This is an optimization exercise on Yosys and OpenROAD, whose aim is small area, a short achievable clock period and few clock cycles per item, not a production implementation. The RTL was checked by simulation tests, not by an equivalence proof against the original design.

==> flow/design.v, too long to show whole: its modules and the start of the top module <==
// module sri_edge_chk: 10 lines
// module segment_rect_intersect: 8760 lines
module segment_rect_intersect #(
  parameter int unsigned COORD_WIDTH = sri_pkg::COORD_WIDTH_DEFAULT
) (
  input  logic                 clk_i,
  input  logic                 rst_ni,
  input  logic                 in_valid_i,
  output logic                 in_ready_o,
  input  logic signed [COORD_WIDTH-1:0] seg_x1_i,
  input  logic signed [COORD_WIDTH-1:0] seg_y1_i,
  input  logic signed [COORD_WIDTH-1:0] seg_x2_i,
  input  logic signed [COORD_WIDTH-1:0] seg_y2_i,
  input  logic signed [COORD_WIDTH-1:0] rect_left_i,
  input  logic signed [COORD_WIDTH-1:0] rect_top_i,
  input  logic        [COORD_WIDTH-2:0] rect_width_i,
  input  logic        [COORD_WIDTH-2:0] rect_height_i,
  output logic                 out_valid_o,
  input  logic                 out_ready_i,
  output logic                 hit_o
);
  // ...
==> flow/run.sh <==
#!/bin/bash
# synth_recipe.tcl (not shown) runs the flow's synth.tcl, then flattens the netlist and writes it again
# the make line also repeats each setting of config.mk as NAME=value (left out here)
make -C /OpenROAD-flow-scripts/flow DESIGN_CONFIG=/design/flow/config.mk WORK_HOME=/design/flow/orfs CLKGATE_MAP_FILE= SYNTH_SCRIPT=/design/flow/synth_recipe.tcl finish
==> flow/config.mk <==
export PLATFORM = sky130hd
export DESIGN_NAME = segment_rect_intersect
export DESIGN_NICKNAME = segment_rect_intersect
export VERILOG_FILES = /design/flow/design.v
export SDC_FILE = /design/flow/constraint.sdc
export NUM_CORES = 4
export LEC_CHECK = 0
export CAP_MARGIN = 50
export CORE_MARGIN = 2
export CORE_UTILIZATION = 50
export PLACE_DENSITY = 0.55
export SETUP_SLACK_MARGIN = 4.8
export SLEW_MARGIN = 70
export SYNTH_HIERARCHICAL = 1
==> flow/constraint.sdc <==
create_clock -name core_clock -period 8.0 [get_ports {clk_i}]
set_input_delay 1.6000 -clock core_clock [delete_from_list [all_inputs] [get_ports {clk_i}]]
set_output_delay 1.6000 -clock core_clock [all_outputs]
set_load 0.01 [all_outputs]
==> results.sh, run 1 <==
export IMPL_synth_distinct_cells=73
export IMPL_final_cell_area_sq_um=69300
export IMPL_fin_crit_sh_pct=39.9
export IMPL_wl_per_cell_um=27.6
export IMPL_syn_area_sq_um=60100
export IMPL_critPathSlowestCell="fa_1"
export IMPL_seqCellArea_sq_um=17100
export IMPL_grtUsageTotal_pct=32.1
export IMPL_fin_util_pct=58.0
export IMPL_placed_area_sq_um=63800
export IMPL_clock_area_share_pct=4.34
export IMPL_grtUsageMet3_pct=7.20
export IMPL_synth_warnings=8
export IMPL_yosysTopAreaCellShare_pct=26.7
export IMPL_r2r_setup_slack_ps=4810
export IMPL_status="finished clean"
export IMPL_vias=42200
export IMPL_layout_common_cells="763 x xnor2_1, 695 x dfxtp_1, 689 x fa_1, 659 x ha_1, 653 x inv_1"
export IMPL_cp_top_family="adder cells"
export IMPL_worst_slack_ps=4810
export IMPL_min_path_type="flop to flop"
export IMPL_die_w_um=351
export IMPL_yosysMostFrequentCell="xnor2_1"
export IMPL_clock_latency_ps=720
export IMPL_taps=1612
Testbench counts, summed over its fixed seeds: cycles 16,048, items 16,000.
==> run 2: changes to the inputs <==
--- a/flow/config.mk
+++ b/flow/config.mk
@@ -7,8 +7,8 @@
 export LEC_CHECK = 0
 export CAP_MARGIN = 50
 export CORE_MARGIN = 2
-export CORE_UTILIZATION = 50
-export PLACE_DENSITY = 0.55
+export CORE_UTILIZATION = 40
+export PLACE_DENSITY = 0.45
 export SETUP_SLACK_MARGIN = 4.8
 export SLEW_MARGIN = 70
 export SYNTH_HIERARCHICAL = 1
==> run 2 against run 1 <==
Effect of this change:
- wire length is 3.8% higher
- count of clock-buffer cells in the layout is 3 higher
- synthesized area stayed put
- utilization is 10 points lower
- die area is 25% higher
- largest cell class unchanged
- highest routed layer unchanged
==> results.sh, run 2 <==
export IMPL_fin_cells=7869
export IMPL_cts_hold_fix_buffers=0
export IMPL_syn_area_sq_um=60100
export IMPL_clockBufferDepth=3
export IMPL_wl_met2_mm=97.8
export IMPL_grt_pass1_wl_mm=304
export IMPL_min_path_type="flop to flop"
export IMPL_cp_data_arrival_time_ps=3770
export IMPL_dpl_hpwl_mm=157
export IMPL_layout_commonest_cell="xnor2_1"
export IMPL_synth_edf_count=7
export IMPL_fin_util_pct=47.6
export IMPL_synth_area_leaders="dfxtp_1 27%, fa_1 23%, ha_1 14%"
export IMPL_hp_start="qm2_462_q"
export IMPL_first_iter_violations=2897
export IMPL_numCtsBuffers=100
export IMPL_synthFlopType="dfxtp_1"
export IMPL_worstPathCellList="buf_12 > buf_4 > a22oi_1 > xnor2_1 > fa_1 > fa_1 > fa_1 > fa_1"
export IMPL_ys_seq_area_share_pct=27.9
export IMPL_ios=133
export IMPL_ys_seq_elements=828
export IMPL_met3_length_mm=14.0
export IMPL_die_w_um=391
export IMPL_cp_start_kind="flop"
export IMPL_dp_cells=7539
export IMPL_synth_warnings=8
export IMPL_synth_top_area_cell="dfxtp_1"
export IMPL_critical_path_startpoint="dx_q[1]"
export IMPL_maxCapViolCount=0
export IMPL_vias=41400
export IMPL_yosysTopAreaCellShare_pct=26.7
export IMPL_syn_mean_instance_area_sq_um=10.7
export IMPL_hold_ws_ps=340
export IMPL_clock_latency_ps=730
export IMPL_antenna_found_initial=11
export IMPL_rows=142
export IMPL_critical_path_max_fanout=12
export IMPL_fin_crit_ps=3180
export IMPL_critical_path_class="flop to flop"
export IMPL_post_place_ws_ps=4400
export IMPL_fin_skew_ps=40.4
export IMPL_hold_viol_final=0
export IMPL_finalSetupTns_ps=0
export IMPL_routed_wl_mm=212
export IMPL_vias_per_cell=5.26
export IMPL_synth_distinct_cells=73
export IMPL_syn2layout_area_growth_pct=18.4
export IMPL_coreArea_sq_um=149000
export IMPL_fin_crit_sh_pct=39.8
export IMPL_nets=7248
export IMPL_clkSlewWorstSetupHoldPaths_ps=60
export IMPL_portBuffers=132
export IMPL_final_cell_area_sq_um=71100
export IMPL_synth_async_sr_flop_share_pct=2.29
export IMPL_worst_slack_ps=4820
export IMPL_grt_pass1_vias=43800
export IMPL_max_freq_mhz=314
export IMPL_required_ps=8580
export IMPL_status="finished clean"
export IMPL_setup_viol=0
export IMPL_worst_path_most_repeated_cell="fa_1"
export IMPL_final_max_slew_viol_count=0
export IMPL_wirelength_met1_mm=88.9
export IMPL_drive_above_1_share_pct=11.9
export IMPL_end_kind="flop"
export IMPL_route_detailed_drc=0
export IMPL_synth_commonest_cells="808 x xnor2_1, 802 x dfxtp_1, 693 x fa_1"
export IMPL_cts_max_level=3
export IMPL_grt_max_degree=38
export IMPL_highest_layer="met5"
export IMPL_placed_area_sq_um=64800
export IMPL_wl_per_cell_um=27.0
export IMPL_yosysMostFrequentCell="xnor2_1"
export IMPL_cts_root_buf="clkbuf_16"
export IMPL_tritoncts="done"
export IMPL_critPathSlowestCell="fa_1"
export IMPL_drt_antenna_violating_nets=0
export IMPL_rsz0062_at_grt="yes"
export IMPL_die_area_sq_um=153000
export IMPL_layout_common_cells="750 x xnor2_1, 705 x dfxtp_1, 682 x fa_1, 660 x ha_1, 651 x inv_1"
export IMPL_clock_sinks=828
export IMPL_rr_startpoint="dx_q[1]"
export IMPL_gp_congestion=0.901
export IMPL_slowest_delay_ps=590
export IMPL_grtUsageTotal_pct=27.6
export IMPL_fp_dieH_um=391
export IMPL_start_util_pct=40.2
export IMPL_drtPass1Iterations=5
export IMPL_synthCells=5591
export IMPL_overflow=0
-- run 2: cell counts after synthesis --
Identical to the previous run, type by type.
-- run 2: Yosys stat by module (local to each module, per instance) --
module	times used	cell area (sq um)	flip-flops and latches
sri_edge_chk	689	20.0	0
segment_rect_intersect	1	46300	828
-- run 2: logic make-up after synthesis --
family	after synthesis	synth area share, %
AOI/OAI and AO/OA	940	10.9
xor gates and xnor gates	885	12.9
adders and majority gates	1357	36.9
buffers and inverters	1004	6.28
DFF	828	27.9
muxes	19	0.325
other	1	0.00624
and+or+nand+nor	557	4.78
-- run 2: critical path: cells and delay by family (launching register included) --
family                     cells  cell delay (ps)
adders and majority gates      4             1960
DFF                            1              440
buffers and inverters          2              360
xor gates and xnor gates       1              170
AOI/OAI and AO/OA              1              110
-- run 2: area by class of cell --
class / count / area [sq um]
fillers: 13800 / 78300
multi-input cells: 3784 / 40600
flip-flops and latches: 828 / 17000
repair buffers: 378 / 4940
clock buffers: 135 / 2830
inverters: 669 / 2570
well taps: 2016 / 2520
clock inverters: 51 / 598
diodes: 8 / 20.0
-- run 2: path summary, 6_finish.rpt --
path	depth (start not counted)	slack [ps]	to
min in group asynchronous	1	750	qv_q[2]
max in group asynchronous	1	7050	cnt_q[6]
max	8	4820	qtw4_282_q
max reg2reg	8	4820	qtw4_282_q
min reg2reg	0	340	qz_606_q
min	0	340	qz_606_q
-- run 2: routing by layer --
metal / GRT usage (%) / up-vias
met5: 0 / -
met4: 13.2 / 2
met3: 4.66 / 442
met2: 44.8 / 1560
met1: 35.6 / 20600
li1: - / 18700
-- run 2: timing repair --
action / CTS / global route
gates resized for setup: 102 / 171
cloned: 8 / 8
pin swaps: 13 / 79
endpoints found under the setup margin: 98 / 71
setup buffers: 33 / 86

[port drivers added, routing unchanged]
How much do the figures lean on ideal ports? The routed layouts below were timed once more, with nothing changed but the port constraints. Step 1 assumes that a clkbuf_16 drives the clock port and a buf_2 every other input. Step 2, shift: input delay + t, output delay - t, t = (earliest + latest rising clock arrival at the registers) / 2. This alone moves slack from input paths to output paths. a / b / c = ideal ports / drivers / drivers and shift; a / b = the first two.
| run | shift t [ns] | setup slack, ns | clock arrival spread, ns |
|---|---|---|---|
| run 1 | 0.779 | 4.810 / 4.810 / 4.399 | 0.032 / 0.032 |
| run 2 | 0.794 | 4.817 / 4.817 / 4.378 | 0.043 / 0.042 |
After both steps setup and hold are still met in every run listed. The setup slack of run 2, which loses most, moves by 0.000 ns with the drivers and by -0.439 ns with both steps.
